This is an optimization exercise on Yosys and OpenROAD, whose aim is small area, not a production implementation.
The RTL was checked by simulation tests, not by an equivalence proof against the original design.
No activity file was given, so power comes from the tool's default toggle rates.

==> design/flow/config.mk <==
export PLATFORM = sky130hd
export DESIGN_NAME = pdm_mic_top
export DESIGN_NICKNAME = pdm_mic_top
export VERILOG_FILES = /design/flow/design.v
export SDC_FILE = /design/flow/constraint.sdc
export NUM_CORES = 4
export LEC_CHECK = 0
export CAP_MARGIN = 20
export CORE_MARGIN = 2
export CORE_UTILIZATION = 84
export CTS_CLUSTER_DIAMETER = 60
export CTS_CLUSTER_SIZE = 30
export PLACE_DENSITY = 0.9
export SLEW_MARGIN = 20
==> design/flow/constraint.sdc <==
create_clock -name core_clock -period 10.0 [get_ports {clk_i}]
set_input_delay 2.0000 -clock core_clock [delete_from_list [all_inputs] [get_ports {clk_i}]]
set_output_delay 2.0000 -clock core_clock [all_outputs]
set_load 0.01 [all_outputs]
==> design/flow/design.v <==
`default_nettype none
module pdm_sampler (
    input  logic       clk_i,
    input  logic       rst_n_i,
    input  logic       pdm_data_i,
    output logic       pdm_clk_o,
    output logic       pdm_bit_o,
    output logic       pdm_valid_o,
    output logic [2:0] phase_o
);
    logic [2:0] ph_q;
    logic [1:0] sync_q;
    logic       valid_q;
    always_ff @(posedge clk_i) begin
        if (!rst_n_i) begin
            ph_q    <= '0;
            valid_q <= 1'b0;
        end else begin
            ph_q    <= ph_q + 1'b1;
            valid_q <= (ph_q == 3'd7);   
        end
    end
    always_ff @(posedge clk_i) begin
        sync_q <= {sync_q[0], pdm_data_i};   
    end
    assign pdm_clk_o   = ph_q[2];
    assign pdm_bit_o   = sync_q[1];
    assign pdm_valid_o = valid_q;
    assign phase_o     = ph_q;
endmodule
`default_nettype wire
`default_nettype none
module cic_filter (
    input  logic                    clk_i,
    input  logic                    rst_n_i,
    input  logic                    clear_i,
    input  logic [7-1:0] decim_i,
    input  logic                    pdm_bit_i,
    input  logic                    pdm_valid_i,
    output logic [16:0]             pcm_o,         
    output logic                    pcm_valid_o
);
    localparam int N = 4;
    logic clr;
    assign clr = !rst_n_i || clear_i;
    logic [7-1:0] decim_cnt;
    logic                    fire;
    assign fire = pdm_valid_i && (decim_cnt == 7'(1));
    always_ff @(posedge clk_i) begin
        if (clr) begin
            decim_cnt <= decim_i;
        end else if (pdm_valid_i) begin
            decim_cnt <= fire ? decim_i : decim_cnt - 1'b1;
        end
    end
    logic [2:0] fill_q;   
    always_ff @(posedge clk_i) begin
        if (clr) begin
            fill_q <= '0;
        end else if (fire && !fill_q[2]) begin
            fill_q <= fill_q + 1'b1;
        end
    end
    logic [2:0] step_q;
    logic       start;
    logic       last;
    always_ff @(posedge clk_i) begin
        step_q <= (step_q >= 3'd6) ? 3'd0 : step_q + 1'b1;
    end
    assign start = (step_q == 3'd0);
    assign last  = (step_q >= 3'd6);     
    logic new_v, new_f, new_b;     
    logic due_v, due_f, due_b;     
    always_ff @(posedge clk_i) begin
        if (clr) begin
            new_v <= 1'b0;
            due_v <= 1'b0;
        end else if (pdm_valid_i) begin
            new_v <= 1'b1;
            due_v <= new_v;            
        end else if (start) begin
            due_v <= 1'b0;
        end
    end
    always_ff @(posedge clk_i) begin
        if (pdm_valid_i) begin
            new_f <= fire;
            new_b <= pdm_bit_i;
            due_f <= new_f;
            due_b <= new_b;
        end
    end
    logic zero_q, mask_q, act_q, fire_q;
    logic mask, act, fire_now, bit_now;
    always_ff @(posedge clk_i) begin
        if (clr)        zero_q <= 1'b1;
        else if (start) zero_q <= 1'b0;
    end
    always_ff @(posedge clk_i) begin
        if (start) begin
            mask_q <= zero_q;
            act_q  <= due_v;
            fire_q <= due_v & due_f;
        end
    end
    assign mask     = start ? zero_q          : mask_q;
    assign act      = start ? due_v           : act_q;
    assign fire_now = start ? (due_v & due_f) : fire_q;
    assign bit_now  = due_b;
    logic [27:0] integ_q [N];
    logic [3:0]  integ_d [N];    
    logic [N-1:0] icarry_q;
    for (genvar i = 0; i < N; i++) begin : g_integ
        logic [3:0] own;
        logic [3:0] addend;
        logic       cin;
        logic [4:0] sum;
        assign integ_d[i] = mask ? 4'd0 : integ_q[i][3:0];
        if (i == 0) begin : g_head
            assign own    = integ_d[i];
            assign addend = 4'd0;
            assign cin    = icarry_q[i] | (start & act & bit_now);   
        end else begin : g_tail
            if (i == N - 1) begin : g_dump
                assign own = fire_now ? 4'd0 : integ_d[i];
            end else begin : g_run
                assign own = integ_d[i];
            end
            assign addend = act ? integ_d[i-1] : 4'd0;
            assign cin    = icarry_q[i];
        end
        always_comb begin
            logic c;
            c = cin;
            for (int b = 0; b < 4; b++) begin
                sum[b] = own[b] ^ addend[b] ^ c;
                c      = (own[b] & addend[b]) | (c & (own[b] ^ addend[b]));
            end
            sum[4] = c;
        end
        always_ff @(posedge clk_i) begin
            integ_q[i]  <= {sum[3:0], integ_q[i][27:4]};
            icarry_q[i] <= sum[4] & ~last;
        end
    end
    logic [27:0]  comb_q [1:N-1];
    logic [3:0]   comb_in [N+1];
    logic [N-1:1] cborrow_q;
    assign comb_in[1] = integ_d[N-1];   
    for (genvar i = 1; i < N; i++) begin : g_comb
        logic [3:0] dly;
        logic       cin;
        logic [4:0] diff;
        assign dly  = mask ? 4'd0 : comb_q[i][3:0];
        assign cin  = cborrow_q[i];
        always_comb begin
            logic c;
            c = cin;
            for (int b = 0; b < 4; b++) begin
                diff[b] = comb_in[i][b] ^ ~dly[b] ^ c;
                c       = (comb_in[i][b] & ~dly[b]) | (c & (comb_in[i][b] ^ ~dly[b]));
            end
            diff[4] = c;
        end
        assign comb_in[i+1] = diff[3:0];
        always_ff @(posedge clk_i) begin
            comb_q[i]    <= {(fire_now ? comb_in[i] : dly), comb_q[i][27:4]};
            cborrow_q[i] <= diff[4] | last;
        end
    end
    logic [3:0]  zd;
    logic [15:0] line_lo [4];
    logic        line_ov [4];
    assign zd = comb_in[N];
    always_ff @(posedge clk_i) begin
        if (fire_now && (step_q < 3'd4)) begin
            line_lo[0] <= {zd, line_lo[0][15:4]};
        end
        if (fire_now && (step_q >= 3'd4)) begin
            line_ov[0] <= (step_q != 3'd4 && line_ov[0]) || (zd != 4'd0);
        end
    end
    for (genvar i = 1; i < 4; i++) begin : g_line
        always_ff @(posedge clk_i) begin
            if (start && fire_now) begin
                line_lo[i] <= line_lo[i-1];
                line_ov[i] <= line_ov[i-1];
            end
        end
    end
    logic back_q;
    always_ff @(posedge clk_i) begin
        if (pdm_valid_i && fire) begin
            back_q <= new_v & new_f;
        end else if (start && fire_now) begin
            back_q <= 1'b0;
        end
    end
    assign pcm_valid_o = fill_q[2] & fire & ~clear_i;
    assign pcm_o       = back_q ? {line_ov[2], line_lo[2]} : {line_ov[3], line_lo[3]};
endmodule
`default_nettype wire
`default_nettype none
module pcm_fifo (
    input  logic        clk_i,
    input  logic        rst_n_i,
    input  logic        clear_i,
    input  logic [2:0]  phase_i,
    input  logic        wr_i,
    input  logic [16:0] wr_data_i,
    input  logic        rd_i,
    output logic [16:0] rd_data_o,
    output logic        empty_o,
    output logic        overflow_o
);
    localparam int AW = $clog2(8);
    logic [16:0]   ring_q [8];
    logic [AW-1:0] hold_slot_q;
    logic          hold_v_q;
    logic          ins;
    logic [AW:0]   wr_ptr;        
    logic [AW:0]   rd_ptr;
    logic [8-1:0] rd_sel_q;   
    logic [AW-1:0] rd_pos;
    logic          rd_hold;
    logic          rd_hold_q;     
    logic          full;
    logic          wr_ok;
    logic          overflow_q;
    assign empty_o = (wr_ptr == rd_ptr);
    assign full    = (wr_ptr[AW] != rd_ptr[AW]) && (wr_ptr[AW-1:0] == rd_ptr[AW-1:0]);
    assign wr_ok   = wr_i & ~full;   
    logic [AW:0] rd_next;
    assign rd_next = rd_ptr + {{AW{1'b0}}, rd_i};
    always_ff @(posedge clk_i) begin
        rd_ptr <= rd_next;
        if (!rst_n_i || clear_i) begin
            wr_ptr <= rd_next;
        end else if (wr_ok) begin
            wr_ptr <= wr_ptr + 1'b1;
        end
    end
    always_ff @(posedge clk_i) begin
        if (!rst_n_i || clear_i) begin
            overflow_q <= 1'b0;
        end else if (wr_i && full) begin
            overflow_q <= 1'b1;   
        end
    end
    assign ins = hold_v_q && (phase_i == hold_slot_q - 1'b1);
    always_ff @(posedge clk_i) begin
        if (wr_ok) begin
            hold_slot_q <= wr_ptr[AW-1:0];
        end
        hold_v_q <= wr_ok || (hold_v_q && !ins);
    end
    always_ff @(posedge clk_i) begin
        ring_q[0] <= ins ? wr_data_i : ring_q[8-1];
        for (int i = 1; i < 8; i++) begin
            ring_q[i] <= ring_q[i-1];
        end
    end
    assign rd_pos  = phase_i + 2'd2 - rd_ptr[AW-1:0];
    assign rd_hold = hold_v_q && !ins && (hold_slot_q == rd_ptr[AW-1:0] - 1'b1);
    always_ff @(posedge clk_i) begin
        for (int i = 0; i < 8; i++) begin
            rd_sel_q[i] <= !rd_hold && (rd_pos == AW'(i));
        end
        rd_hold_q <= rd_hold;
    end
    always_comb begin
        rd_data_o = rd_hold_q ? wr_data_i : '0;
        for (int i = 0; i < 8; i++) begin
            rd_data_o = rd_data_o | (rd_sel_q[i] ? ring_q[i] : '0);
        end
    end
    assign overflow_o = overflow_q;
endmodule
`default_nettype wire
`default_nettype none
module pcm_reader (
    input  logic                    clk_i,
    input  logic                    rst_n_i,
    input  logic                    rd_en_i,
    input  logic                    empty_i,
    input  logic [16:0]             word_i,    
    output logic                    pop_o,
    output logic [16-1:0] audio_o,
    output logic                    audio_valid_o,
    output logic                    clip_o
);
    logic                    pend_q;
    logic                    over;
    logic                    valid_q;
    logic                    clip_q;
    assign pop_o = rd_en_i & ~empty_i & ~pend_q;
    always_ff @(posedge clk_i) begin
        if (!rst_n_i) begin
            pend_q <= 1'b0;
        end else begin
            pend_q <= pop_o;   
        end
    end
    assign over = word_i[16];
    always_ff @(posedge clk_i) begin
        if (!rst_n_i) begin
            valid_q <= 1'b0;
            clip_q  <= 1'b0;
        end else begin
            valid_q <= pend_q;
            if (valid_q) begin
                clip_q <= over;
            end
        end
    end
    assign audio_o       = over ? '1 : word_i[16-1:0];
    assign audio_valid_o = valid_q;
    assign clip_o        = valid_q ? over : clip_q;
endmodule
`default_nettype wire
`default_nettype none
module pdm_mic_top (
    input  logic                    clk_i,
    input  logic                    rst_n_i,
    input  logic                    clear_i,
    input  logic [7-1:0] decim_i,
    input  logic                    pdm_data_i,
    input  logic                    rd_en_i,
    output logic                    pdm_clk_o,
    output logic [16-1:0] audio_o,
    output logic                    audio_valid_o,
    output logic                    clip_o,
    output logic                    overflow_o
);
    logic        pdm_bit;      
    logic        pdm_valid;
    logic [2:0]  phase;
    logic [16:0] pcm_word;     
    logic        pcm_valid;
    logic [16:0] fifo_word;
    logic        fifo_empty;
    logic        fifo_pop;
    pdm_sampler pdm_sampler_i (
        .clk_i       (clk_i),
        .rst_n_i     (rst_n_i),
        .pdm_data_i  (pdm_data_i),
        .pdm_clk_o   (pdm_clk_o),
        .pdm_bit_o   (pdm_bit),
        .pdm_valid_o (pdm_valid),
        .phase_o     (phase)
    );
    cic_filter cic_filter_i (
        .clk_i       (clk_i),
        .rst_n_i     (rst_n_i),
        .clear_i     (clear_i),
        .decim_i     (decim_i),
        .pdm_bit_i   (pdm_bit),
        .pdm_valid_i (pdm_valid),
        .pcm_o       (pcm_word),
        .pcm_valid_o (pcm_valid)
    );
    pcm_fifo pcm_fifo_i (
        .clk_i      (clk_i),
        .rst_n_i    (rst_n_i),
        .clear_i    (clear_i),
        .phase_i    (phase),
        .wr_i       (pcm_valid),
        .wr_data_i  (pcm_word),
        .rd_i       (fifo_pop),
        .rd_data_o  (fifo_word),
        .empty_o    (fifo_empty),
        .overflow_o (overflow_o)
    );
    pcm_reader pcm_reader_i (
        .clk_i         (clk_i),
        .rst_n_i       (rst_n_i),
        .rd_en_i       (rd_en_i),
        .empty_i       (fifo_empty),
        .word_i        (fifo_word),
        .pop_o         (fifo_pop),
        .audio_o       (audio_o),
        .audio_valid_o (audio_valid_o),
        .clip_o        (clip_o)
    );
endmodule
`default_nettype wire
==> design/flow/flow/run.sh <==
#!/bin/bash
# Own flow: the standard layout (standard.sh), with the port buffers made
# from the smallest buffer cell, clock-tree synthesis without dummy loads,
# and power recovery (downsizing of cells with timing slack) after global
# routing.
set -euo pipefail
export BUFFER_PORTS_ARGS="-buffer_cell sky130_fd_sc_hd__buf_1"
export CTS_ARGS="-sink_clustering_enable -repair_clock_nets -sink_clustering_size 30 -sink_clustering_max_diameter 60 -dont_use_dummy_load"
export RECOVER_POWER=100
bash standard.sh > standard_flow.log 2>&1
==> design/flow/standard.sh <==
#!/bin/bash
# synth_recipe.tcl (not shown) runs the flow's synth.tcl, then flattens the netlist and writes it again
# the make line also repeats each setting of config.mk as NAME=value (left out here)
make -C /OpenROAD-flow-scripts/flow DESIGN_CONFIG=/design/flow/config.mk WORK_HOME=/design/flow/orfs CLKGATE_MAP_FILE= SYNTH_SCRIPT=/design/flow/synth_recipe.tcl "${@:-finish}"
==> results of run 1 <==
[synthesized netlist by cell type (5+ instances only)]
| library cell | count | share of area, % |
|---|---|---|
| a21oi_1 | 15 | 0.56 |
| a221oi_1 | 32 | 2.1 |
| a22o_1 | 32 | 2.1 |
| and2_1 | 27 | 1.3 |
| and3_1 | 14 | 0.65 |
| buf_2 | 17 | 0.63 |
| clkbuf_1 | 16 | 0.44 |
| dfxtp_1 | 375 | 56 |
| edfxtp_1 | 87 | 19 |
| fa_1 | 23 | 3.4 |
| ha_1 | 20 | 1.9 |
| inv_1 | 38 | 1.1 |
| mux2_2 | 5 | 0.42 |
| mux2i_1 | 17 | 1.3 |
| nand2_1 | 58 | 1.6 |
| nand2b_1 | 6 | 0.28 |
| nand3_1 | 8 | 0.30 |
| nor2_1 | 13 | 0.36 |
| o2111ai_1 | 15 | 0.97 |
| o21ai_1 | 27 | 1.0 |
| xnor2_1 | 12 | 0.78 |
| xor2_1 | 13 | 0.84 |
[registers in the layout (all words and copies together), names as in the netlist, 4 cells and up]
| name | flops |
|---|---|
| cic_filter_i.line_lo | 64 |
| cic_filter_i.line_ov | 4 |
| cic_filter_i.icarry_q | 4 |
| pcm_fifo_i.rd_sel_q | 8 |
| pcm_fifo_i.ring_q | 136 |
| pcm_fifo_i.rd_ptr | 4 |
| cic_filter_i.comb_q | 84 |
| pcm_fifo_i.wr_ptr | 4 |
| cic_filter_i.decim_cnt | 7 |
| cic_filter_i.integ_q | 112 |
[worst max-delay path: stages (launching register included)]
cell      delay (ps)
dfxtp_1          430
inv_1             70
ha_1             240
nand2b_1         270
mux2i_4          280
clkbuf_1        1350
nand2_1          180
ha_1             300
a31o_1           210
fa_1             380
inv_1             90
fa_1             470
fa_1             580
inv_1             90
fa_1             440
fa_1             470
nor4_1           280
nand2_1          110
[layout make-up]
type	instances	area, um^2	area share, %
multi-input cells	383	3030	21.4
well taps	216	270	1.91
repair buffers	34	128	0.901
flip-flops and latches	462	10100	71.4
inverters	40	150	1.06
clock buffers	19	475	3.36
[per-stage QoR]
stage               hold WS (ps)  utilization [%]
floorplan                    310                -
global placement             311             87.2
detailed placement           312             87.2
CTS                          332             90.2
global route                 337             89.9
finish                       326             89.9
[worst max path at each step]
| stage | to | slack, ps | cells after the start | start |
|---|---|---|---|---|
| finish | cic_filter_i.line_ov[0] | 3480 | 17 | cic_filter_i.step_q[1] |
| global route | cic_filter_i.line_ov[0] | 3090 | 17 | cic_filter_i.step_q[1] |
| CTS | cic_filter_i.line_ov[0] | 4540 | 17 | cic_filter_i.step_q[1] |
| detailed placement | cic_filter_i.line_ov[0] | 4740 | 17 | cic_filter_i.step_q[1] |
| global placement | cic_filter_i.line_ov[0] | 5150 | 17 | cic_filter_i.step_q[1] |
| floorplan | cic_filter_i.line_ov[0] | 5380 | 18 | cic_filter_i.step_q[1] |
[layer usage]
metal / track usage, % / share of wire (%) / up-vias
li1: - / - / 3202
met1: 42.5 / 38 / 3704
met2: 59.3 / 52 / 385
met3: 5.13 / 5.9 / 108
met4: 13.7 / 3.8 / 2
met5: 0 / 0.047 / -
[power by group through the flow]
stage | Combinational (mW) | Clock [mW] | Sequential [mW]
5_1_grt | 0.219 | 0.912 | 2.02
4_1_cts | 0.203 | 0.855 | 2.02
3_5_place_dp | 0.194 | 0 | 2.06
3_3_place_gp | 0.173 | 0 | 2.05
6_report | 0.198 | 0.860 | 2.02
2_1_floorplan | 0.188 | 0 | 1.99
[cell families (layout without fill, tap and decap cells)]
| kind of cell | Yosys count | in the layout | share of synthesized area (%) |
|---|---|---|---|
| buffers and inverters | 77 | 93 | 2.38 |
| AO/OA/AOI/OAI | 134 | 134 | 7.49 |
| flip-flops | 462 | 462 | 75.0 |
| AND/OR/NAND/NOR | 155 | 155 | 6.18 |
| adder cells (fa/ha/maj) | 43 | 43 | 5.26 |
| XOR/XNOR | 26 | 26 | 1.79 |
| multiplexers | 25 | 25 | 1.93 |
==> notes.md, run 1 <==
Post-route ant nets = 0
Post-synthesis async set-or-reset flop share = 0%
Net switching power = 718 uW
Drc violations = 0
Hold crit path type = register to register
CP startpoint kind = register
RSZ-0062 raised after global routing = no
Cell area power density = 217 nW/um^2
Worst R2R Start = cic_filter_i.step_q[1]
Clock power frac = 27.9%
Clock Root Buffer = clkbuf_16
Worst setup EP type = register
PnR worst setup slack = 3480 ps
Overall die width = 131 um
Max_cap viols = 4
Post-CTS setup buffers = 0
HPWL after DPL = 16500 um
Crit Path Class = register to register
Status = complete, but fails checks
Total power = 3.08 mW
GP Congestion = 0.771
DIE AREA = 17100 um^2
Initial Util = 85.6%
Crit path arrival time = 6790 ps
CTS tree = built
Final wirelength = 28000 um
Sequential share of power = 65.6%
Clock Latency Late Sink = 530 ps
Crit path required time = 10280 ps
Hold path start = cic_filter_i.integ_q[2][12]
Synth Flop Type = dfxtp_1
Die height = 131 um
Total number of vias = 7401
Cell internal pwr = 2.36 mW
Non-Filler Instances = 1154
Peak supply drop = 0.000198 V
CP max FO = 47
Total track usage = 33.7%
Design area = 14200 um^2
Final period utilization = 65.2%
Fin crit period = 6520 ps
Fin Setup TNS = 0 ps
Logic pwr share = 6.4%
Syn Std Cell Area = 13500 um^2
Synth cell types = 52
Yosys warns = 11
Reg-to-Reg End = cic_filter_i.line_ov[0]
TritonRoute pass-1 iters = 7
Placed insts = 1135
Commonest non-fill, non-tap cell in the layout = dfxtp_1
FF+latch count, synth = 462
I/O pin total = 32
Largest net degree at the start of global routing = 54
Leakage Power = 5.56 nW
Synth Instances = 922
Layout area overhead = 4.98%
Worst-path clk slew = 110 ps
Sw Share = 23.3%
Tightest Pin Transition = 2310 ps
Clk buf depth = 3
Slew HR = -54.0%
N_diodes = 0
Clock sink total = 462
Hold Fails Final Rpt = 0
PostCTS Resize Cnt = 0
Syn nets = 977
First-pass GRT wire length = 42900 um
R2R cell count = 17
Hold buffers post-CTS = 0
FF-to-FF setup slack = 3480 ps
Worst setup slack before clock tree synthesis = 4740 ps
Fillcell total = 565
Final-report setup violation count = 0
Vias in the first global route = 7764
WL/cell = 24.2 um
Final #Nets = 995
Port bufs = 31
Row cnt = 46
Cts bufs inserted = 19
WHS Path Cells = 0
Fin Clk Skew = 51.2 ps
Iter 0 DRT Violations = 740
Placement Cell Area = 13800 um^2
Hold path endpoint = cic_filter_i.integ_q[2][8]
Placeable Area = 15800 um^2
Slew Limit Fails = 135
Post-synthesis sequential area ratio = 75.0%
FMAX = 153 MHz
Violated Checks = capacitance limit, slew limit
EDFF count, synth = 87
Ratio of cells with drive above 1 in the final layout = 3.20%
Most frequent cells in the layout = dfxtp_1 (375), edfxtp_1 (87), nand2_1 (58)
Vias per cell = 6.41
Initial antenna violation count = 1
Syn avg cell area = 14.6 um^2
Gr ovfl total = 0
CTS H-Tree Depth = 1
==> run 2, diff against run 1 <==
--- a/design/flow/design.v
+++ b/design/flow/design.v
@@ -67,3 +67,5 @@
     always_ff @(posedge clk_i) begin
-        step_q <= (step_q >= 3'd6) ? 3'd0 : step_q + 1'b1;
+        if (!rst_n_i)           step_q <= 3'd6;   
+        else if (step_q >= 3'd6) step_q <= 3'd0;
+        else                    step_q <= step_q + 1'b1;
     end
@@ -235,7 +237,12 @@
     always_ff @(posedge clk_i) begin
-        rd_ptr <= rd_next;
-        if (!rst_n_i || clear_i) begin
-            wr_ptr <= rd_next;
-        end else if (wr_ok) begin
-            wr_ptr <= wr_ptr + 1'b1;
+        if (!rst_n_i) begin
+            rd_ptr <= '0;
+            wr_ptr <= '0;
+        end else begin
+            rd_ptr <= rd_next;
+            if (clear_i) begin
+                wr_ptr <= rd_next;
+            end else if (wr_ok) begin
+                wr_ptr <= wr_ptr + 1'b1;
+            end
         end
--- a/design/flow/config.mk
+++ b/design/flow/config.mk
@@ -9,6 +9,6 @@
 export CORE_MARGIN = 2
-export CORE_UTILIZATION = 84
+export CORE_UTILIZATION = 82
 export CTS_CLUSTER_DIAMETER = 60
 export CTS_CLUSTER_SIZE = 30
-export PLACE_DENSITY = 0.9
+export PLACE_DENSITY = 0.88
 export SLEW_MARGIN = 20
==> notes.md, run 2 <==
N_diodes = 0
Critical Path Max Stage Delay = 1310 ps
Most numerous cell on the critical path = fa_1
Dominant cells by area after synthesis = dfxtp_1 (55%), edfxtp_1 (18%), a22oi_1 (3.6%)
Synth top area share = 55.3%
Iter 0 DRT Violations = 674
Hold path endpoint = cic_filter_i.integ_q[1][18]
Yosys warns = 11
R2R cell count = 17
Final period utilization = 67.0%
Crit-path cells = inv_1 > ha_1 > nand2b_1 > mux2i_4 > clkbuf_1 > nand2_1 > ha_1 > a31o_2 > fa_1 > inv_1 > fa_1 > fa_1 > inv_1 > fa_1 > fa_1 > nor4_1 > nand2_1
Row cnt = 47
Largest register FFs = 136
Peak supply drop = 0.000205 V
Critical path's slowest cell = clkbuf_1
Layout area overhead = 4.92%
Vias per cell = 6.15
Worst hold margin = 281 ps
Total track usage = 32.0%
Post-route ant nets = 0
Largest net degree at the start of global routing = 54
CTS H-Tree Depth = 1
Hold crit path type = register to register
EDFF count, synth = 83
Post-synthesis sequential area ratio = 73.5%
Non-Filler Instances = 1182
Synth Instances = 945
Final-report setup violation count = 0
Most instantiated cells after synthesis = dfxtp_1 (379), edfxtp_1 (83), a22oi_1 (66)
Clock Root Buffer = clkbuf_16
CTS tree = built
Fillcell total = 669
Gr ovfl total = 0
Most frequent cells in the layout = dfxtp_1 (379), edfxtp_1 (83), a22oi_1 (66)
Syn nets = 1000
TritonRoute pass-1 iters = 5
Commonest non-fill, non-tap cell in the layout = dfxtp_1
Ratio of cells with drive above 1 in the final layout = 5.93%
Crit path required time = 10290 ps
Post-synthesis async set-or-reset flop share = 0%
Slew HR = -77.5%
Worst setup EP type = register
WHS Path Cells = 0
Total number of vias = 7269
Cell with the most instances after synthesis = dfxtp_1
Post-CTS setup buffers = 0
Hold path start = cic_filter_i.integ_q[1][22]
Leakage Power = 5.68 nW
I/O pin total = 32
FMAX = 149 MHz
Syn avg cell area = 14.5 um^2
Tightest Pin Transition = 2660 ps
Die height = 133 um
PostCTS Resize Cnt = 0
RSZ-0062 raised after global routing = no
Final #Nets = 1019
Hold Fails Final Rpt = 0
Crit Path Class = register to register
Worst R2R Start = cic_filter_i.step_q[0]
FF-to-FF setup slack = 3300 ps
Largest delay share family, worst path = adder cells
Hold buffers post-CTS = 0
HPWL after DPL = 16100 um
CP max FO = 47
Clock Latency Late Sink = 540 ps
Overall die width = 133 um
Sw Share = 23.4%
WL/cell = 23.2 um
Sequential share of power = 65.6%
Critical path depth = 17
Placeable Area = 16500 um^2
Fin Setup TNS = 0 ps
Cell internal pwr = 2.39 mW
Fin crit period = 6700 ps
Final wirelength = 27400 um
First-pass GRT wire length = 43400 um
FF+latch count, synth = 462
Clock sink total = 462
Reg-to-Reg End = cic_filter_i.line_ov[0]
Port bufs = 31
Most flops, register = pcm_fifo_i.ring_q
CP startpoint kind = register
Cell area power density = 217 nW/um^2
Worst-path clk slew = 110 ps
GP Congestion = 0.788
Vias in the first global route = 7854
Slew Limit Fails = 121
Fin Clk Skew = 59.6 ps
Placed insts = 1162
Max_cap viols = 3
Clk buf depth = 3
Top flop regs = pcm_fifo_i.ring_q x136, cic_filter_i.integ_q x112, cic_filter_i.comb_q x84
Crit path buffers/inverters = 4
Total power = 3.12 mW
Final Util = 87.4%
Synth Flop Type = dfxtp_1
Synth cell types = 57
Violated Checks = capacitance limit, slew limit
Net switching power = 730 uW
Status = complete, but fails checks
Clock power frac = 28.1%
Crit path arrival time = 7000 ps
Initial antenna violation count = 1
Cts bufs inserted = 20
Initial Util = 83.3%
Syn Std Cell Area = 13700 um^2
DIE AREA = 17800 um^2
Drc violations = 0
Cell taking the most area after synthesis = dfxtp_1
Logic pwr share = 6.2%
-- run 2: changes by cell type after synthesis, sizes merged, moves of 13 or more --
cell     change
a211o       +16
a221oi      -31
a22o        -31
a22oi       +62
mux2        +26
mux2i       -14
nand4       +17
o2111ai     -15
o21ai       -13
-- run 2: stage by stage --
stage,cell area [um^2],setup WS [ps]
4_1_cts,14500,4380
3_3_place_gp,14000,5130
3_5_place_dp,14000,4690
6_report,14400,3300
2_1_floorplan,13700,5330
5_1_grt,14400,2980
-- run 2: per-layer routing --
| metal | global-route usage [%] | up-vias | wire, um |
|---|---|---|---|
| met4 | 13.9 | 2 | 1220 |
| met1 | 40.3 | 3609 | 10800 |
| met5 | 0 | - | 10 |
| met2 | 55.5 | 278 | 13900 |
| met3 | 5.02 | 98 | 1350 |
| li1 | - | 3282 | - |
-- run 2: power groups by stage --
stage / clock network [mW] / registers (mW) / logic (mW)
6_report: 0.878 / 2.05 / 0.194
5_1_grt: 0.928 / 2.05 / 0.212
4_1_cts: 0.873 / 2.04 / 0.198
3_5_place_dp: 0 / 2.09 / 0.191
3_3_place_gp: 0 / 2.08 / 0.177
2_1_floorplan: 0 / 2.01 / 0.183
-- run 2: layout make-up --
class / count / area, um^2 / share of cell area (%)
well taps: 220 / 275 / 1.91
flip-flops and latches: 462 / 10100 / 70.1
clock buffers: 20 / 500 / 3.48
inverters: 41 / 154 / 1.07
repair buffers: 34 / 128 / 0.887
multi-input cells: 405 / 3250 / 22.6
-- run 2: cell families (layout without fill, tap and decap cells) --
group,Yosys count,after routing,synth area share (%)
xor+xnor,24,24,1.71
fa+ha+maj,43,43,5.18
compound gates,124,124,6.70
flops,462,462,73.5
simple gates,177,177,7.27
mux,37,37,3.28
buf+inv,78,95,2.35
-- run 2: how the worst max path moves through the flow --
| stage | end | from | slack (ps) |
|---|---|---|---|
| finish | cic_filter_i.line_ov[0] | cic_filter_i.step_q[0] | 3300 |
| global route | cic_filter_i.line_ov[0] | cic_filter_i.step_q[0] | 2980 |
| CTS | cic_filter_i.line_ov[0] | cic_filter_i.step_q[1] | 4380 |
| detailed placement | cic_filter_i.line_ov[0] | cic_filter_i.step_q[1] | 4690 |
| global placement | cic_filter_i.line_ov[0] | cic_filter_i.step_q[1] | 5130 |
| floorplan | cic_filter_i.line_ov[0] | cic_filter_i.step_q[1] | 5330 |
==> run 3, diff against run 2 <==
==> design/flow/flow/run.sh (replaced) <==
#!/bin/bash
# Own flow: the standard layout (standard.sh), with the port buffers made
# from the smallest buffer cell and clock-tree synthesis without dummy loads.
set -euo pipefail
export BUFFER_PORTS_ARGS="-buffer_cell sky130_fd_sc_hd__buf_1"
export CTS_ARGS="-sink_clustering_enable -repair_clock_nets -sink_clustering_size 30 -sink_clustering_max_diameter 60 -dont_use_dummy_load"
bash standard.sh > standard_flow.log 2>&1
==> notes.md, run 3 <==
Syn avg cell area = 14.5 um^2
Initial Util = 83.3%
Initial antenna violation count = 1
Clk buf depth = 3
Largest register FFs = 136
Peak supply drop = 0.000204 V
Synth Flop Type = dfxtp_1
CP startpoint kind = register
Top flop regs = pcm_fifo_i.ring_q x136, cic_filter_i.integ_q x112, cic_filter_i.comb_q x84
CTS tree = built
FF+latch count, synth = 462
Cell area power density = 216 nW/um^2
Die height = 133 um
Hold Fails Final Rpt = 0
Cts bufs inserted = 20
Final period utilization = 56.8%
Ratio of cells with drive above 1 in the final layout = 7.90%
Syn nets = 1000
WHS Path Cells = 0
Most frequent cells in the layout = dfxtp_1 (379), edfxtp_1 (83), a22oi_1 (66)
TritonRoute pass-1 iters = 6
Post-synthesis sequential area ratio = 73.5%
Syn Std Cell Area = 13700 um^2
Fin Clk Skew = 58.9 ps
DIE AREA = 17800 um^2
FF-to-FF setup slack = 4320 ps
R2R cell count = 17
Overall die width = 133 um
Synth Instances = 945
Clock Latency Late Sink = 540 ps
Hold crit path type = register to register
Hold path endpoint = cic_filter_i.integ_q[1][18]
RSZ-0062 raised after global routing = no
Most instantiated cells after synthesis = dfxtp_1 (379), edfxtp_1 (83), a22oi_1 (66)
Hold buffers post-CTS = 0
Most flops, register = pcm_fifo_i.ring_q
Crit Path Class = register to register
Gr ovfl total = 0
Worst hold margin = 282 ps
Drc violations = 0
Worst-path clk slew = 110 ps
Placeable Area = 16500 um^2
Row cnt = 47
Fin Setup TNS = 0 ps
Post-CTS setup buffers = 0
Crit path arrival time = 5970 ps
Total track usage = 32.0%
EDFF count, synth = 83
Max_cap viols = 0
Yosys warns = 11
WL/cell = 23.2 um
CP max FO = 47
PostCTS Resize Cnt = 0
Synth cell types = 57
Port bufs = 31
Worst R2R Start = cic_filter_i.step_q[0]
Final-report setup violation count = 0
Dominant cells by area after synthesis = dfxtp_1 (55%), edfxtp_1 (18%), a22oi_1 (3.6%)
Post-synthesis async set-or-reset flop share = 0%
Clock sink total = 462
Crit path required time = 10290 ps
Critical Path Max Stage Delay = 580 ps
Fin crit period = 5680 ps
CTS H-Tree Depth = 1
Layout area overhead = 5.54%
Reg-to-Reg End = cic_filter_i.line_ov[0]
FMAX = 176 MHz
Clock Root Buffer = clkbuf_16
Final Util = 87.9%
N_diodes = 0
Final wirelength = 27400 um
Final #Nets = 1019
Slew HR = 37.6%
GP Congestion = 0.788
Cell with the most instances after synthesis = dfxtp_1
Commonest non-fill, non-tap cell in the layout = dfxtp_1
First-pass GRT wire length = 43400 um
Fillcell total = 645
Post-route ant nets = 0
Critical path's slowest cell = fa_1
Most numerous cell on the critical path = fa_1
HPWL after DPL = 16100 um
Vias in the first global route = 7854
Hold path start = cic_filter_i.integ_q[1][22]
Slew Limit Fails = 0
Worst setup EP type = register
Leakage Power = 5.76 nW
Iter 0 DRT Violations = 679
Total number of vias = 7310
I/O pin total = 32
Vias per cell = 6.18
Crit-path cells = inv_1 > ha_1 > nand2b_1 > mux2i_4 > buf_4 > nand2_1 > ha_1 > a31o_2 > fa_1 > inv_1 > fa_1 > fa_1 > inv_1 > fa_1 > fa_1 > nor4_1 > nand2_1
Status = complete, no violations
Tightest Pin Transition = 934 ps
Synth top area share = 55.3%
Cell taking the most area after synthesis = dfxtp_1
Largest net degree at the start of global routing = 54
==> run 3: cell counts after synthesis <==
Identical to the previous run, type by type.
==> run 3: report_power, final <==
part / internal [mW] / total [mW] / leakage, nW / switching [mW]
clock: 0.361 / 0.876 / 0.246 / 0.515
combinational: 0.0842 / 0.199 / 1.69 / 0.115
sequential: 1.95 / 2.05 / 3.83 / 0.101
total: 2.39 / 3.12 / 5.76 / 0.731
==> run 3: critical path: cells and delay by family, from the launching register on <==
kind | cells | cell delay [ps]
buf+inv | 4 | 700
compound gates | 1 | 240
fa+ha+maj | 7 | 2900
mux | 1 | 290
simple gates | 4 | 890
flops | 1 | 370
==> run 3: cell families after synthesis <==
| logic type | synth area share, % |
|---|---|
| AND/OR/NAND/NOR | 7.27 |
| AO/OA/AOI/OAI | 6.70 |
| XOR/XNOR | 1.71 |
| adder cells (fa/ha/maj) | 5.18 |
| buffers and inverters | 2.35 |
| flip-flops | 73.5 |
| multiplexers | 3.28 |
==> run 3: worst max path at each step <==
stage	endpoint	startpoint	slack, ps	depth (start not counted)
after floorplan	cic_filter_i.line_ov[0]	cic_filter_i.step_q[1]	5330	18
after global placement	cic_filter_i.line_ov[0]	cic_filter_i.step_q[1]	5130	17
after detailed placement	cic_filter_i.line_ov[0]	cic_filter_i.step_q[1]	4690	17
after CTS	cic_filter_i.line_ov[0]	cic_filter_i.step_q[1]	4380	17
after global routing	cic_filter_i.line_ov[0]	cic_filter_i.step_q[0]	4090	17
final	cic_filter_i.line_ov[0]	cic_filter_i.step_q[0]	4320	17
==> run 3: area by class of cell <==
cell class                      instances  area [um^2]  area share (%)
Inverter                               41          154            1.06
Tap cell                              220          275            1.90
Timing Repair Buffer                   34          139           0.960
Multi-Input combinational cell        405         3320            23.0
Clock buffer                           20          500            3.46
Sequential cell                       462        10100            69.6
==> run 3: stage by stage <==
| step | setup WS (ps) | cells | total power [mW] | cell area [um^2] |
|---|---|---|---|---|
| floorplan | 5330 | 945 | 2.19 | 13700 |
| global placement | 5130 | 1162 | 2.26 | 14000 |
| detailed placement | 4690 | 1162 | 2.28 | 14000 |
| CTS | 4380 | 1182 | 3.11 | 14500 |
| global route | 4090 | 1182 | 3.20 | 14500 |
| finish | 4320 | 1182 | 3.12 | 14500 |
==> run 3: per-layer routing <==
metal	GRT usage [%]	routed length [um]	vias up
li1	-	-	3284
met1	40.3	10700	3605
met2	55.5	14000	317
met3	5.02	1420	102
met4	13.9	1230	2
met5	0	16	-
==> run 4, diff against run 3 <==
--- a/design/flow/design.v
+++ b/design/flow/design.v
@@ -67,8 +67,7 @@
     always_ff @(posedge clk_i) begin
-        if (!rst_n_i)           step_q <= 3'd6;   
-        else if (step_q >= 3'd6) step_q <= 3'd0;
-        else                    step_q <= step_q + 1'b1;
+        if (!rst_n_i || step_q >= 3'd6) step_q <= 3'd0;
+        else                           step_q <= step_q + 1'b1;
     end
     assign start = (step_q == 3'd0);
-    assign last  = (step_q >= 3'd6);     
+    assign last  = (step_q >= 3'd6) || !rst_n_i;   
     logic new_v, new_f, new_b;     
@@ -261,3 +260,3 @@
         end
-        hold_v_q <= wr_ok || (hold_v_q && !ins);
+        hold_v_q <= rst_n_i && (wr_ok || (hold_v_q && !ins));
     end
--- a/design/flow/config.mk
+++ b/design/flow/config.mk
@@ -9,6 +9,6 @@
 export CORE_MARGIN = 2
-export CORE_UTILIZATION = 82
+export CORE_UTILIZATION = 84
 export CTS_CLUSTER_DIAMETER = 60
 export CTS_CLUSTER_SIZE = 30
-export PLACE_DENSITY = 0.88
+export PLACE_DENSITY = 0.9
 export SLEW_MARGIN = 20
==> notes.md, run 4 <==
Post-CTS setup buffers = 0
FF+latch count, synth = 462
Post-synthesis async set-or-reset flop share = 0%
CTS H-Tree Depth = 1
Largest family of logic cells by synthesized area = simple AND/OR/NAND/NOR gates
GP Congestion = 0.821
Post-synthesis mux area share = 3.38%
Most instantiated cells after synthesis = dfxtp_1 (379), edfxtp_1 (83), a22oi_1 (66)
Syn avg cell area = 14.6 um^2
Hold buffers post-CTS = 0
Synth Flop Type = dfxtp_1
Die height = 132 um
Cell with the most instances after synthesis = dfxtp_1
Yosys warns = 11
Status = aborted with a tool error
Syn nets = 998
Clock Root Buffer = clkbuf_16
Worst setup slack before clock tree synthesis = 4690 ps
Xor/xnor share of the synthesized area = 1.77%
Cell taking the most area after synthesis = dfxtp_1
Clock sink total = 462
Dominant cells by area after synthesis = dfxtp_1 (55%), edfxtp_1 (18%), a22oi_1 (3.6%)
Adder-cell share of the synthesized area = 5.17%
Synth Instances = 943
Post-Synth Simple-Gate Area = 7.20%
Cts bufs inserted = 20
PostCTS Resize Cnt = 0
Row cnt = 46
Port bufs = 31
Fail Step = clock tree synthesis
Synth top area share = 55.2%
Synth cell types = 60
EDFF count, synth = 83
Post-synthesis sequential area ratio = 73.3%
Syn Std Cell Area = 13700 um^2
Initial Util = 86.2%
HPWL after DPL = 17400 um
I/O pin total = 32
Clk buf depth = 3
Post-synthesis compound-gate area fraction = 6.74%
Stop err = [ERROR DPL-0033] detailed placement checks failed during check placement.
Overall die width = 132 um
run 4: worst max-delay path by stage:
stage,from,endpoint,slack [ps],cells past startpoint
floorplan,cic_filter_i.step_q[0],cic_filter_i.line_ov[0],5340,18
global placement,cic_filter_i.step_q[0],cic_filter_i.line_ov[0],5150,17
detailed placement,cic_filter_i.step_q[1],cic_filter_i.line_ov[0],4690,17
run 4: metrics by stage:
stage	instance area [um^2]	util (%)	hold slack (ps)	cells
3_5_place_dp	14000	87.6	312	1155
2_1_floorplan	13700	-	310	943
3_3_place_gp	14000	87.6	311	1155
run 4: power by group through the flow:
stage               Sequential, mW  Clock, mW  Combinational, mW
floorplan                     1.96          0              0.120
global placement              2.03          0             0.0913
detailed placement            2.03          0              0.102
run 4: cells by family after synthesis:
logic type | count (synthesis)
DFF | 462
and+or+nand+nor | 173
AOI/OAI and AO/OA | 125
buffers and inverters | 78
adders and majority gates | 43
muxes | 37
xor gates and xnor gates | 25
==> run 5, diff against run 4 <==
--- a/design/flow/config.mk
+++ b/design/flow/config.mk
@@ -9,6 +9,6 @@
 export CORE_MARGIN = 2
-export CORE_UTILIZATION = 84
+export CORE_UTILIZATION = 80
 export CTS_CLUSTER_DIAMETER = 60
 export CTS_CLUSTER_SIZE = 30
-export PLACE_DENSITY = 0.9
+export PLACE_DENSITY = 0.85
 export SLEW_MARGIN = 20
==> notes.md, run 5 <==
First-pass GRT wire length = 43400 um
Worst setup slack before clock tree synthesis = 4760 ps
Placeable Area = 16700 um^2
GP Congestion = 0.782
Yosys warns = 11
Placed insts = 1159
Post-route ant nets = 0
Tightest Pin Transition = 935 ps
Overall die width = 135 um
Post-synthesis sequential area ratio = 73.3%
Status = complete, no violations
CP startpoint kind = register
Largest register FFs = 136
Vias in the first global route = 7751
Layout area overhead = 5.32%
Row cnt = 47
Hold buffers post-CTS = 0
Peak supply drop = 0.000252 V
M1 WL = 11100 um
Most numerous cell on the critical path = fa_1
Crit path buffers/inverters = 4
Uppermost layer routed = met5
Worst-path clk slew = 110 ps
Cell taking the most area after synthesis = dfxtp_1
Final period utilization = 57.7%
Initial Util = 82.3%
WL/cell = 23.7 um
Cell area power density = 206 nW/um^2
Synth cell types = 60
Largest delay share family, worst path = adder cells
PostCTS Resize Cnt = 0
Final-report setup violation count = 0
Port bufs = 31
Clock Latency Late Sink = 540 ps
Commonest non-fill, non-tap cell in the layout = dfxtp_1
Slew HR = 37.5%
Clock sink total = 462
Crit-path cells = inv_1 > ha_1 > nand2b_1 > mux2i_4 > buf_4 > nand2_1 > ha_1 > a31o_2 > fa_1 > inv_1 > fa_1 > fa_1 > inv_1 > fa_1 > fa_1 > nor4_1 > nand2_1
Cts bufs inserted = 20
Total track usage = 31.5%
Synth Flop Type = dfxtp_1
Slew Limit Fails = 0
Vias per cell = 6.29
EDFF count, synth = 83
CTS H-Tree Depth = 1
Fin Clk Skew = 66.8 ps
Cell with the most instances after synthesis = dfxtp_1
Hold crit path type = register to register
Most frequent cells in the layout = dfxtp_1 (379), edfxtp_1 (83), a22oi_1 (66)
Most instantiated cells after synthesis = dfxtp_1 (379), edfxtp_1 (83), a22oi_1 (66)
RSZ-0062 raised after global routing = no
Max_cap viols = 0
Synth top area share = 55.2%
I/O pin total = 32
DIE AREA = 18200 um^2
Synth Instances = 943
Ratio of cells with drive above 1 in the final layout = 8.03%
Final wirelength = 27900 um
Syn nets = 998
Post-synthesis async set-or-reset flop share = 0%
Drc violations = 0
PnR worst setup slack = 4230 ps
Critical path's slowest cell = fa_1
Crit path arrival time = 6060 ps
Met3 WL = 1560 um
Post-CTS setup buffers = 0
Dominant cells by area after synthesis = dfxtp_1 (55%), edfxtp_1 (18%), a22oi_1 (3.6%)
Wire length on met2 = 14100 um
Hold Fails Final Rpt = 0
N_diodes = 0
Final #Nets = 1016
Fin Setup TNS = 0 ps
FF+latch count, synth = 462
Initial antenna violation count = 2
Syn Std Cell Area = 13700 um^2
Crit Path Class = register to register
Largest net degree at the start of global routing = 54
Fin crit period = 5770 ps
CTS tree = built
Critical Path Max Stage Delay = 550 ps
Syn avg cell area = 14.6 um^2
HPWL after DPL = 15800 um
Clk buf depth = 3
FMAX = 173 MHz
Worst setup EP type = register
Leakage Power = 5.75 nW
CP max FO = 46
Iter 0 DRT Violations = 812
Gr ovfl total = 0
Die height = 135 um
Crit path required time = 10290 ps
Clock Root Buffer = clkbuf_16
Total number of vias = 7421
Top flop regs = pcm_fifo_i.ring_q x136, cic_filter_i.integ_q x112, cic_filter_i.comb_q x84
Worst hold margin = 288 ps
Non-Filler Instances = 1179
TritonRoute pass-1 iters = 8
Most flops, register = pcm_fifo_i.ring_q
-- run 5: cell counts after synthesis --
No cell type changed its count.
-- run 5: cell families (layout without fill, tap and decap cells) --
group                    after synthesis  count (layout)  synth area share, %
flip-flops                           462             462                 73.3
adder cells (fa/ha/maj)               43              43                 5.17
AND/OR/NAND/NOR                      173             173                 7.20
AO/OA/AOI/OAI                        125             125                 6.74
multiplexers                          37              37                 3.38
buffers and inverters                 78              94                 2.42
XOR/XNOR                              25              25                 1.77
-- run 5: final timing paths --
check,slack [ps],from,cells past startpoint,to
max,4230,cic_filter_i.step_q[1],17,cic_filter_i.line_ov[0]
min,290,cic_filter_i.integ_q[0][14],0,cic_filter_i.integ_q[0][10]
max reg2reg,4230,cic_filter_i.step_q[1],17,cic_filter_i.line_ov[0]
min reg2reg,290,cic_filter_i.integ_q[0][14],0,cic_filter_i.integ_q[0][10]
-- run 5: through the flow --
step	cell area (um^2)	utilization [%]	power, mW
2_1_floorplan	13700	-	2.08
3_3_place_gp	14000	83.7	2.12
3_5_place_dp	14000	83.7	2.13
4_1_cts	14500	86.7	2.98
5_1_grt	14500	86.7	3.05
6_report	14500	86.7	2.99
-- run 5: cell type report --
class                   instances  area (um^2)
clock buffers                  20          500
fillers                       660         2220
inverters                      41          154
multi-input cells             403         3340
flip-flops and latches        462        10100
well taps                     220          275
repair buffers                 33          131
-- run 5: power by group --
part	total, mW	switching, mW	internal, mW
logic	0.107	0.0638	0.0430
registers	1.99	0.0821	1.91
clock network	0.889	0.528	0.361
-- run 5: layer usage --
metal  vias up  global-route usage, %
met5         -                      0
met4         2                   12.3
met3        90                   4.32
met2       377                   54.6
met1      3682                   40.9
li1       3270                      -
==> run 6, diff against run 5 <==
--- a/design/flow/design.v
+++ b/design/flow/design.v
@@ -67,7 +67,8 @@
     always_ff @(posedge clk_i) begin
-        if (!rst_n_i || step_q >= 3'd6) step_q <= 3'd0;
-        else                           step_q <= step_q + 1'b1;
+        if (!rst_n_i)           step_q <= 3'd6;   
+        else if (step_q >= 3'd6) step_q <= 3'd0;
+        else                    step_q <= step_q + 1'b1;
     end
     assign start = (step_q == 3'd0);
-    assign last  = (step_q >= 3'd6) || !rst_n_i;   
+    assign last  = (step_q >= 3'd6);     
     logic new_v, new_f, new_b;     
@@ -260,3 +261,3 @@
         end
-        hold_v_q <= rst_n_i && (wr_ok || (hold_v_q && !ins));
+        hold_v_q <= wr_ok || (hold_v_q && !ins);
     end
==> design/flow/flow/run.sh (replaced) <==
#!/bin/bash
# Own flow: the standard layout (standard.sh), with the port buffers made
# from the smallest buffer cell, clock-tree synthesis without dummy loads,
# and a power-recovery pass (downsizing cells with timing slack) before the
# placement resize step, which then repairs slew and capacitance.
set -euo pipefail
export BUFFER_PORTS_ARGS="-buffer_cell sky130_fd_sc_hd__buf_1"
export CTS_ARGS="-sink_clustering_enable -repair_clock_nets -sink_clustering_size 30 -sink_clustering_max_diameter 60 -dont_use_dummy_load"
export PRE_RESIZE_TCL="$PWD/flow/recover.tcl"
bash standard.sh > standard_flow.log 2>&1
==> design/flow/flow/recover.tcl (new file) <==
# Runs in ORFS's resize step before repair_design: downsize cells that have
# timing slack to spare (the clock period is met with several ns left), then
# let the step's repair_design fix any slew or capacitance this leaves.
set_dont_use $::env(DONT_USE_CELLS)
estimate_parasitics -placement
repair_timing -setup -recover_power 100
--- a/design/flow/config.mk
+++ b/design/flow/config.mk
@@ -9,6 +9,6 @@
 export CORE_MARGIN = 2
-export CORE_UTILIZATION = 80
+export CORE_UTILIZATION = 82
 export CTS_CLUSTER_DIAMETER = 60
 export CTS_CLUSTER_SIZE = 30
-export PLACE_DENSITY = 0.85
+export PLACE_DENSITY = 0.88
 export SLEW_MARGIN = 20
==> notes.md, run 6 <==
Largest register FFs = 136
Iter 0 DRT Violations = 816
Row cnt = 47
Hold Fails Final Rpt = 0
Yosys warns = 11
GP Congestion = 0.788
Crit path required time = 10300 ps
Post-CTS setup buffers = 0
Total track usage = 33.4%
Cts bufs inserted = 20
Worst hold margin = 295 ps
Final period utilization = 60.2%
WL/cell = 24.4 um
Clock Root Buffer = clkbuf_16
Hold buffers post-CTS = 0
Slew HR = 34.8%
Critical path depth = 17
PostCTS Resize Cnt = 0
Critical Path Max Stage Delay = 690 ps
Post-synthesis async set-or-reset flop share = 0%
Synth top area share = 55.3%
Worst-path clk slew = 120 ps
Met1 Use GR = 42.1%
TritonRoute pass-1 iters = 5
Clk buf depth = 3
CP max FO = 47
Syn Std Cell Area = 13700 um^2
Most instantiated cells after synthesis = dfxtp_1 (379), edfxtp_1 (83), a22oi_1 (66)
Crit path launch = cic_filter_i.step_q[1]
Syn nets = 1000
Initial antenna violation count = 0
Worst setup EP type = register
Commonest non-fill, non-tap cell in the layout = dfxtp_1
Dominant cells by area after synthesis = dfxtp_1 (55%), edfxtp_1 (18%), a22oi_1 (3.6%)
Crit path arrival time = 6310 ps
Busiest grt layer = met2
Most frequent cells in the layout = dfxtp_1 (379), edfxtp_1 (83), a22oi_1 (66)
Largest net degree at the start of global routing = 48
Gr ovfl total = 0
Leakage Power = 5.72 nW
N_diodes = 0
Layout area overhead = 5.26%
Total number of vias = 7506
Drc violations = 0
Vias per cell = 6.34
Die height = 133 um
Final-report setup violation count = 0
Final wirelength = 28900 um
FMAX = 166 MHz
Worst R2R Start = cic_filter_i.step_q[1]
I/O pin total = 32
DIE AREA = 17800 um^2
Met3 usage = 4.60%
CTS H-Tree Depth = 1
Most flops, register = pcm_fifo_i.ring_q
Synth Flop Type = dfxtp_1
Placement Cell Area = 13900 um^2
First-pass GRT wire length = 45000 um
Syn avg cell area = 14.5 um^2
Placeable Area = 16500 um^2
EDFF count, synth = 83
Non-Filler Instances = 1184
Peak supply drop = 0.000215 V
Overall die width = 133 um
Clock sink total = 462
Slew Limit Fails = 0
Worst setup slack before clock tree synthesis = 4330 ps
Cell taking the most area after synthesis = dfxtp_1
Vias in the first global route = 7922
CTS tree = built
PnR worst setup slack = 3980 ps
Cell area power density = 217 nW/um^2
Crit path buffers/inverters = 4
Post-route ant nets = 0
FF+latch count, synth = 462
Fillcell total = 638
Design area = 14400 um^2
Port bufs = 31
Post-synthesis sequential area ratio = 73.5%
Fin crit period = 6020 ps
HPWL after DPL = 16300 um
Status = complete, no violations
FF-to-FF setup slack = 3980 ps
Placed insts = 1163
Total power = 3.13 mW
Synth Instances = 945
Final #Nets = 1021
Top flop regs = pcm_fifo_i.ring_q x136, cic_filter_i.integ_q x112, cic_filter_i.comb_q x84
Reg-to-Reg End = cic_filter_i.line_ov[0]
Fin Setup TNS = 0 ps
RSZ-0062 raised after global routing = no
Crit Path Class = register to register
Max_cap viols = 0
Crit-path cells = inv_1 > ha_1 > nand2b_1 > mux2i_4 > clkbuf_2 > nand2_1 > ha_1 > a31o_2 > fa_1 > inv_1 > fa_1 > fa_1 > inv_1 > fa_1 > fa_1 > nor4_1 > nand2_1
Most numerous cell on the critical path = fa_1
CP endpoint = cic_filter_i.line_ov[0]
R2R cell count = 17
Initial Util = 83.3%
Critical path's slowest cell = clkbuf_2
Cell with the most instances after synthesis = dfxtp_1
Hold crit path type = register to register
Fin Clk Skew = 45.4 ps
Tightest Pin Transition = 975 ps
Synth cell types = 57
M2 GR Usage = 58.8%
Ratio of cells with drive above 1 in the final layout = 6.64%
Final Util = 87.7%
Clock Latency Late Sink = 540 ps
Largest delay share family, worst path = adder cells
CP startpoint kind = register
-- run 6: layout make-up --
cell class	instances	area, um^2	area share, %
Clock buffer	20	500	3.47
Inverter	41	154	1.07
Multi-Input combinational cell	405	3260	22.6
Sequential cell	462	10100	69.8
Tap cell	220	275	1.91
Timing Repair Buffer	36	165	1.14
-- run 6: cell families (layout without fill, tap and decap cells) --
kind of cell,after synthesis,after routing,share of synthesized area (%)
AO/OA/AOI/OAI,124,124,6.70
XOR/XNOR,24,24,1.71
adder cells (fa/ha/maj),43,43,5.18
buffers and inverters,78,97,2.35
flip-flops,462,462,73.5
multiplexers,37,37,3.28
AND/OR/NAND/NOR,177,177,7.27
-- run 6: worst min-delay path by stage --
stage	slack [ps]	end	cells past startpoint	start
global placement	310	cic_filter_i.integ_q[3][1]	0	cic_filter_i.integ_q[3][5]
finish	300	cic_filter_i.integ_q[1][7]	0	cic_filter_i.integ_q[1][11]
global route	300	cic_filter_i.integ_q[2][10]	0	cic_filter_i.integ_q[2][14]
floorplan	310	cic_filter_i.comb_q[1][0]	0	cic_filter_i.comb_q[1][4]
detailed placement	310	cic_filter_i.comb_q[2][2]	0	cic_filter_i.comb_q[2][6]
CTS	300	cic_filter_i.integ_q[2][22]	0	cic_filter_i.integ_q[2][26]
-- run 6: layer usage --
| metal | wire length (um) | up-vias |
|---|---|---|
| li1 | - | 3286 |
| met1 | 11100 | 3780 |
| met2 | 15000 | 354 |
| met3 | 1470 | 86 |
| met4 | 1230 | 0 |
| met5 | 0 | - |
-- run 6: power breakdown --
part | internal, mW | total (mW) | switching (mW) | leakage, nW
Clock | 0.362 | 0.886 | 0.524 | 0.246
Sequential | 1.95 | 2.05 | 0.104 | 3.83
Combinational | 0.0824 | 0.199 | 0.116 | 1.65
Total | 2.39 | 3.13 | 0.744 | 5.72
==> run 7, diff against run 6 <==
--- a/design/flow/config.mk
+++ b/design/flow/config.mk
@@ -9,6 +9,6 @@
 export CORE_MARGIN = 2
-export CORE_UTILIZATION = 82
+export CORE_UTILIZATION = 83
 export CTS_CLUSTER_DIAMETER = 60
 export CTS_CLUSTER_SIZE = 30
-export PLACE_DENSITY = 0.88
+export PLACE_DENSITY = 0.9
 export SLEW_MARGIN = 20
==> notes.md, run 7 <==
Sequential share of power = 65.3%
Placeable Area = 16000 um^2
Crit path arrival time = 6390 ps
FF+latch area = 10100 um^2
Initial antenna violation count = 0
Multi-input gate area = 3250 um^2
CTS tree = built
HPWL after DPL = 16700 um
Net switching power = 770 uW
Clock power frac = 27.9%
CTS H-Tree Depth = 1
Fin Setup TNS = 0 ps
Top flop regs = pcm_fifo_i.ring_q x136, cic_filter_i.integ_q x112, cic_filter_i.comb_q x84
Hold buffers post-CTS = 0
Fillcell total = 527
Ratio of cells with drive above 1 in the final layout = 6.54%
Crit path required time = 10290 ps
Overall die width = 133 um
Vias in the first global route = 8120
Cts bufs inserted = 19
FMAX = 164 MHz
Clock Latency Late Sink = 540 ps
Most frequent cells in the layout = dfxtp_1 (379), edfxtp_1 (83), a22oi_1 (66)
Crit Path Class = register to register
Clock Root Buffer = clkbuf_16
Status = complete, no violations
Worst setup slack before clock tree synthesis = 4410 ps
Worst setup EP type = register
Syn Std Cell Area = 13700 um^2
Dominant cells by area after synthesis = dfxtp_1 (55%), edfxtp_1 (18%), a22oi_1 (3.6%)
Layout area overhead = 4.94%
Clock sink total = 462
Hold crit path type = register to register
Drc violations = 0
Fin crit period = 6100 ps
Synth cell types = 57
Placement Cell Area = 13900 um^2
CP startpoint kind = register
N_diodes = 0
Syn nets = 1000
Post-synthesis sequential area ratio = 73.5%
Final wirelength = 32400 um
Clk buf depth = 3
Row cnt = 46
PostCTS Resize Cnt = 0
Worst hold margin = 307 ps
Total number of vias = 7826
Post-route ant nets = 0
Synth top area share = 55.3%
Syn avg cell area = 14.5 um^2
Yosys warns = 11
Slew HR = 35.3%
Iter 0 DRT Violations = 1130
PnR worst setup slack = 3900 ps
Worst-path clk slew = 120 ps
Met3 WL = 2510 um
M1 WL = 11700 um
First-pass GRT wire length = 49900 um
CP max FO = 47
TritonRoute pass-1 iters = 6
Final #Nets = 1021
Fin Clk Skew = 53.9 ps
DIE AREA = 17600 um^2
EDFF count, synth = 83
Cell area power density = 219 nW/um^2
Max_cap viols = 0
Die height = 133 um
FF+latch count, synth = 462
Gr ovfl total = 0
Cell taking the most area after synthesis = dfxtp_1
I/O pin total = 32
Synth Flop Type = dfxtp_1
Uppermost layer routed = met4
Post-CTS setup buffers = 0
WL/cell = 27.5 um
Tightest Pin Transition = 971 ps
Design area = 14400 um^2
Synth Instances = 945
Logic pwr share = 6.8%
Cell internal pwr = 2.37 mW
Initial Util = 85.7%
Slew Limit Fails = 0
Most flops, register = pcm_fifo_i.ring_q
Largest net degree at the start of global routing = 54
Peak supply drop = 0.000199 V
Final-report setup violation count = 0
Vias per cell = 6.63
Sw Share = 24.5%
Commonest non-fill, non-tap cell in the layout = dfxtp_1
Largest register FFs = 136
Most instantiated cells after synthesis = dfxtp_1 (379), edfxtp_1 (83), a22oi_1 (66)
Cell with the most instances after synthesis = dfxtp_1
Total track usage = 37.8%
RSZ-0062 raised after global routing = no
Wire length on met2 = 16500 um
GP Congestion = 0.854
Post-synthesis async set-or-reset flop share = 0%
Final period utilization = 61.0%
Total power = 3.14 mW
Hold Fails Final Rpt = 0
Port bufs = 31
Leakage Power = 5.71 nW
-- run 7: cell count changes in the layout (fill, tap and decap cells not counted) --
cell,change
buf_16,-1
buf_2,+1
buf_6,+1
clkbuf_16,-1
clkbuf_2,-1
clkbuf_4,+1
nor4_1,+1
nor4_2,-1
-- run 7: metrics by stage --
| step | instances | util (%) |
|---|---|---|
| after floorplan | 945 | - |
| after detailed placement | 1159 | 86.8 |
| after CTS | 1178 | 89.8 |
| final | 1180 | 89.9 |
| after global routing | 1180 | 89.9 |
| after global placement | 1158 | 87.3 |
-- run 7: worst paths after layout --
kind,startpoint,end,slack [ps],depth (start not counted)
hold / removal,cic_filter_i.integ_q[2][16],cic_filter_i.integ_q[2][12],310,0
setup reg to reg,cic_filter_i.step_q[1],cic_filter_i.line_ov[0],3900,17
hold reg to reg,cic_filter_i.integ_q[2][16],cic_filter_i.integ_q[2][12],310,0
setup / recovery,cic_filter_i.step_q[1],cic_filter_i.line_ov[0],3900,17
-- run 7: critical path: stages, from the launching register on --
cell      delay [ps]
dfxtp_1          420
inv_1             80
ha_1             230
nand2b_1         350
mux2i_4          360
clkbuf_2         720
nand2_1          160
ha_1             270
a31o_2           240
fa_1             370
inv_1             90
fa_1             480
fa_1             430
inv_1            100
fa_1             490
fa_1             580
nor4_1           360
nand2_1           90
-- run 7: routing by layer --
layer | vias up | track usage (%)
met3 | 135 | 5.25
met2 | 580 | 66.1
met5 | - | 0
met1 | 3830 | 47.1
li1 | 3281 | -
met4 | 0 | 17.3
-- run 7: power groups by stage --
stage	registers (mW)	logic (mW)	clock network [mW]
finish	2.05	0.212	0.878
global route	2.06	0.227	0.922
CTS	2.05	0.207	0.866
detailed placement	2.09	0.189	0
global placement	2.08	0.177	0
floorplan	2.01	0.183	0
-- run 7: area by class of cell --
cell class / count / area share [%]
clock buffers: 19 / 3.30
flip-flops and latches: 462 / 70.0
multi-input cells: 405 / 22.6
well taps: 216 / 1.88
repair buffers: 37 / 1.09
inverters: 41 / 1.07
-- run 7: cells by family (layout without fill, tap and decap cells) --
| logic type | Yosys count | in the layout | share of synthesized area, % |
|---|---|---|---|
| compound gates | 124 | 124 | 6.70 |
| simple gates | 177 | 177 | 7.27 |
| fa+ha+maj | 43 | 43 | 5.18 |
| flops | 462 | 462 | 73.5 |
| xor+xnor | 24 | 24 | 1.71 |
| buf+inv | 78 | 97 | 2.35 |
| mux | 37 | 37 | 3.28 |
==> run 8, diff against run 7 <==
--- a/design/flow/design.v
+++ b/design/flow/design.v
@@ -67,5 +67,3 @@
     always_ff @(posedge clk_i) begin
-        if (!rst_n_i)           step_q <= 3'd6;   
-        else if (step_q >= 3'd6) step_q <= 3'd0;
-        else                    step_q <= step_q + 1'b1;
+        step_q <= (step_q >= 3'd6) ? 3'd0 : step_q + 1'b1;
     end
@@ -237,12 +235,7 @@
     always_ff @(posedge clk_i) begin
-        if (!rst_n_i) begin
-            rd_ptr <= '0;
-            wr_ptr <= '0;
-        end else begin
-            rd_ptr <= rd_next;
-            if (clear_i) begin
-                wr_ptr <= rd_next;
-            end else if (wr_ok) begin
-                wr_ptr <= wr_ptr + 1'b1;
-            end
+        rd_ptr <= rd_next;
+        if (!rst_n_i || clear_i) begin
+            wr_ptr <= rd_next;
+        end else if (wr_ok) begin
+            wr_ptr <= wr_ptr + 1'b1;
         end
--- a/design/flow/config.mk
+++ b/design/flow/config.mk
@@ -9,3 +9,3 @@
 export CORE_MARGIN = 2
-export CORE_UTILIZATION = 83
+export CORE_UTILIZATION = 84
 export CTS_CLUSTER_DIAMETER = 60
==> notes.md, run 8 <==
Iter 0 DRT Violations = 837
Top flop regs = pcm_fifo_i.ring_q x136, cic_filter_i.integ_q x112, cic_filter_i.comb_q x84
PnR worst setup slack = 3960 ps
Synth top area share = 55.6%
Most flops, register = pcm_fifo_i.ring_q
Synth Flop Type = dfxtp_1
Slew Limit Fails = 0
Critical Path Max Stage Delay = 680 ps
FMAX = 166 MHz
Final-report setup violation count = 0
Synth Instances = 922
HPWL after DPL = 16600 um
Crit path arrival time = 6320 ps
Largest family of logic cells by synthesized area = compound AO/OA/AOI/OAI gates
Commonest non-fill, non-tap cell in the layout = dfxtp_1
Adder-cell share of the synthesized area = 5.26%
Synth cell types = 52
Cts bufs inserted = 19
CTS H-Tree Depth = 1
Post-CTS setup buffers = 0
Hold Fails Final Rpt = 0
Yosys warns = 11
Critical path depth = 17
Vias in the first global route = 7915
Xor/xnor share of the synthesized area = 1.79%
WHS Path Cells = 0
Clock Latency Late Sink = 530 ps
Total track usage = 36.6%
PostCTS Resize Cnt = 0
FF+latch count, synth = 462
Largest delay share family, worst path = adder cells
Placeable Area = 15800 um^2
Largest net degree at the start of global routing = 48
Worst setup EP type = register
Most instantiated cells after synthesis = dfxtp_1 (375), edfxtp_1 (87), nand2_1 (58)
R2R cell count = 17
Post-synthesis async set-or-reset flop share = 0%
Worst-path clk slew = 110 ps
Status = complete, no violations
Most numerous cell on the critical path = fa_1
Overall die width = 131 um
Post-Synth Simple-Gate Area = 6.18%
Post-synthesis compound-gate area fraction = 7.49%
EDFF count, synth = 87
Hold crit path type = register to register
Final #Nets = 996
Placement Cell Area = 13700 um^2
Dominant cells by area after synthesis = dfxtp_1 (56%), edfxtp_1 (19%), fa_1 (3.4%)
Fin Setup TNS = 0 ps
DIE AREA = 17100 um^2
Die height = 131 um
Leakage Power = 5.58 nW
Clk buf depth = 3
Post-synthesis mux area share = 1.93%
Design area = 14200 um^2
Most frequent cells in the layout = dfxtp_1 (375), edfxtp_1 (87), nand2_1 (58)
Post-synthesis sequential area ratio = 75.0%
Port bufs = 31
CTS tree = built
Ratio of cells with drive above 1 in the final layout = 3.73%
First-pass GRT wire length = 45600 um
N_diodes = 0
Drc violations = 0
Final Util = 90.0%
Initial Util = 85.6%
Crit-path cells = inv_1 > ha_1 > nand2b_1 > mux2i_4 > clkbuf_2 > nand2_1 > ha_1 > a31o_1 > fa_1 > inv_1 > fa_1 > fa_1 > inv_1 > fa_1 > fa_1 > nor4_1 > nand2_1
Peak supply drop = 0.000221 V
Syn nets = 977
Initial antenna violation count = 0
GP Congestion = 0.771
Post-route ant nets = 0
Vias per cell = 6.53
Slew HR = 33.3%
Gr ovfl total = 0
Total number of vias = 7546
Layout area overhead = 5.18%
Fin crit period = 6040 ps
Row cnt = 46
RSZ-0062 raised after global routing = no
Cell with the most instances after synthesis = dfxtp_1
Crit path required time = 10280 ps
Cell area power density = 217 nW/um^2
Syn Std Cell Area = 13500 um^2
Fin Clk Skew = 31.8 ps
CP startpoint kind = register
Worst setup slack before clock tree synthesis = 4340 ps
Syn avg cell area = 14.6 um^2
Hold buffers post-CTS = 0
Final wirelength = 30200 um
Tightest Pin Transition = 1000 ps
WL/cell = 26.2 um
CP max FO = 47
Largest register FFs = 136
Crit path buffers/inverters = 4
Critical path's slowest cell = clkbuf_2
Crit Path Class = register to register
Clock Root Buffer = clkbuf_16
Final period utilization = 60.4%
I/O pin total = 32
Cell taking the most area after synthesis = dfxtp_1
Clock sink total = 462
Max_cap viols = 0
TritonRoute pass-1 iters = 6
run 8: cell types whose count changed after synthesis, moves of 15 or more:
| cell | before | now |
|---|---|---|
| a211o_1 | 16 | 0 |
| a221oi_1 | 0 | 32 |
| a22o_1 | 1 | 32 |
| a22oi_1 | 66 | 4 |
| mux2_2 | 24 | 5 |
| nand4_1 | 18 | 2 |
| o2111ai_1 | 0 | 15 |
| o21ai_1 | 0 | 27 |
run 8: worst paths after layout:
check / start / endpoint / slack (ps)
worst min register to register: cic_filter_i.integ_q[0][11] / cic_filter_i.integ_q[0][7] / 320
worst max-delay path: cic_filter_i.step_q[1] / cic_filter_i.line_ov[0] / 3960
worst min-delay path: cic_filter_i.integ_q[0][11] / cic_filter_i.integ_q[0][7] / 320
worst max register to register: cic_filter_i.step_q[1] / cic_filter_i.line_ov[0] / 3960
run 8: final cells by class:
type / instances / area [um^2]
clock buffer: 19 / 475
fill: 530 / 1570
inverter: 40 / 150
multi-input combinational: 383 / 3030
sequential: 462 / 10100
tap: 216 / 270
timing repair buffer: 35 / 150
run 8: logic make-up (layout without fill, tap and decap cells):
group	Yosys count	in the layout
AO/OA/AOI/OAI	134	134
XOR/XNOR	26	26
adder cells (fa/ha/maj)	43	43
buffers and inverters	77	94
flip-flops	462	462
multiplexers	25	25
AND/OR/NAND/NOR	155	155
run 8: metal layers:
layer | global-route usage (%) | vias up | wire length [um]
met4 | 19.3 | 0 | 1710
met3 | 6.51 | 141 | 2120
li1 | - | 3205 | -
met2 | 64.4 | 483 | 15600
met5 | 0 | - | 0
met1 | 43.5 | 3717 | 10800
run 8: per-stage QoR:
step	instances	power (mW)	hold slack, ps
after global placement	1135	2.22	311
after detailed placement	1136	2.24	312
after floorplan	922	2.18	310
after global routing	1155	3.15	326
final	1155	3.08	320
after CTS	1155	3.07	326
run 8: power by group:
part | switching [mW] | internal, mW | leakage [nW] | total [mW]
registers | 0.0880 | 1.93 | 3.81 | 2.02
logic | 0.109 | 0.0868 | 1.53 | 0.196
clock network | 0.521 | 0.345 | 0.234 | 0.865
total | 0.718 | 2.36 | 5.58 | 3.08

re-timing with driven ports:
The results above use ideal ports. As a check the final layouts listed here were re-extracted and re-timed, cells and wires unchanged. Step 1 assumes that a clkbuf_16 drives the clock port and a buf_2 every other input. Step 2 adds t to the input delays and takes it off the output delays; t is the mean of the earliest and latest rising clock arrival at the registers after step 1. Input paths then give back, and output paths get back, about the clock's delay inside the block. Three values: ideal, step 1, step 2; two values: the first two.
run	t, ns	slack for setup (ns)	latest minus earliest clock arrival (ns)	worst slew at a driven data input, ns	cell pins on the clock port's net
run 1	0.558	3.485 / 3.485 / 3.485	0.056 / 0.055	0.04	1
run 2	0.556	3.296 / 3.296 / 3.296	0.060 / 0.059	0.05	1
run 3	0.556	4.324 / 4.324 / 4.324	0.060 / 0.060	0.04	1
run 5	0.557	4.231 / 4.231 / 4.231	0.078 / 0.078	0.05	1
run 6	0.558	3.985 / 3.985 / 3.985	0.061 / 0.061	0.05	1
run 7	0.556	3.899 / 3.899 / 3.899	0.061 / 0.061	0.05	1
run 8	0.556	3.962 / 3.962 / 3.962	0.034 / 0.034	0.06	1
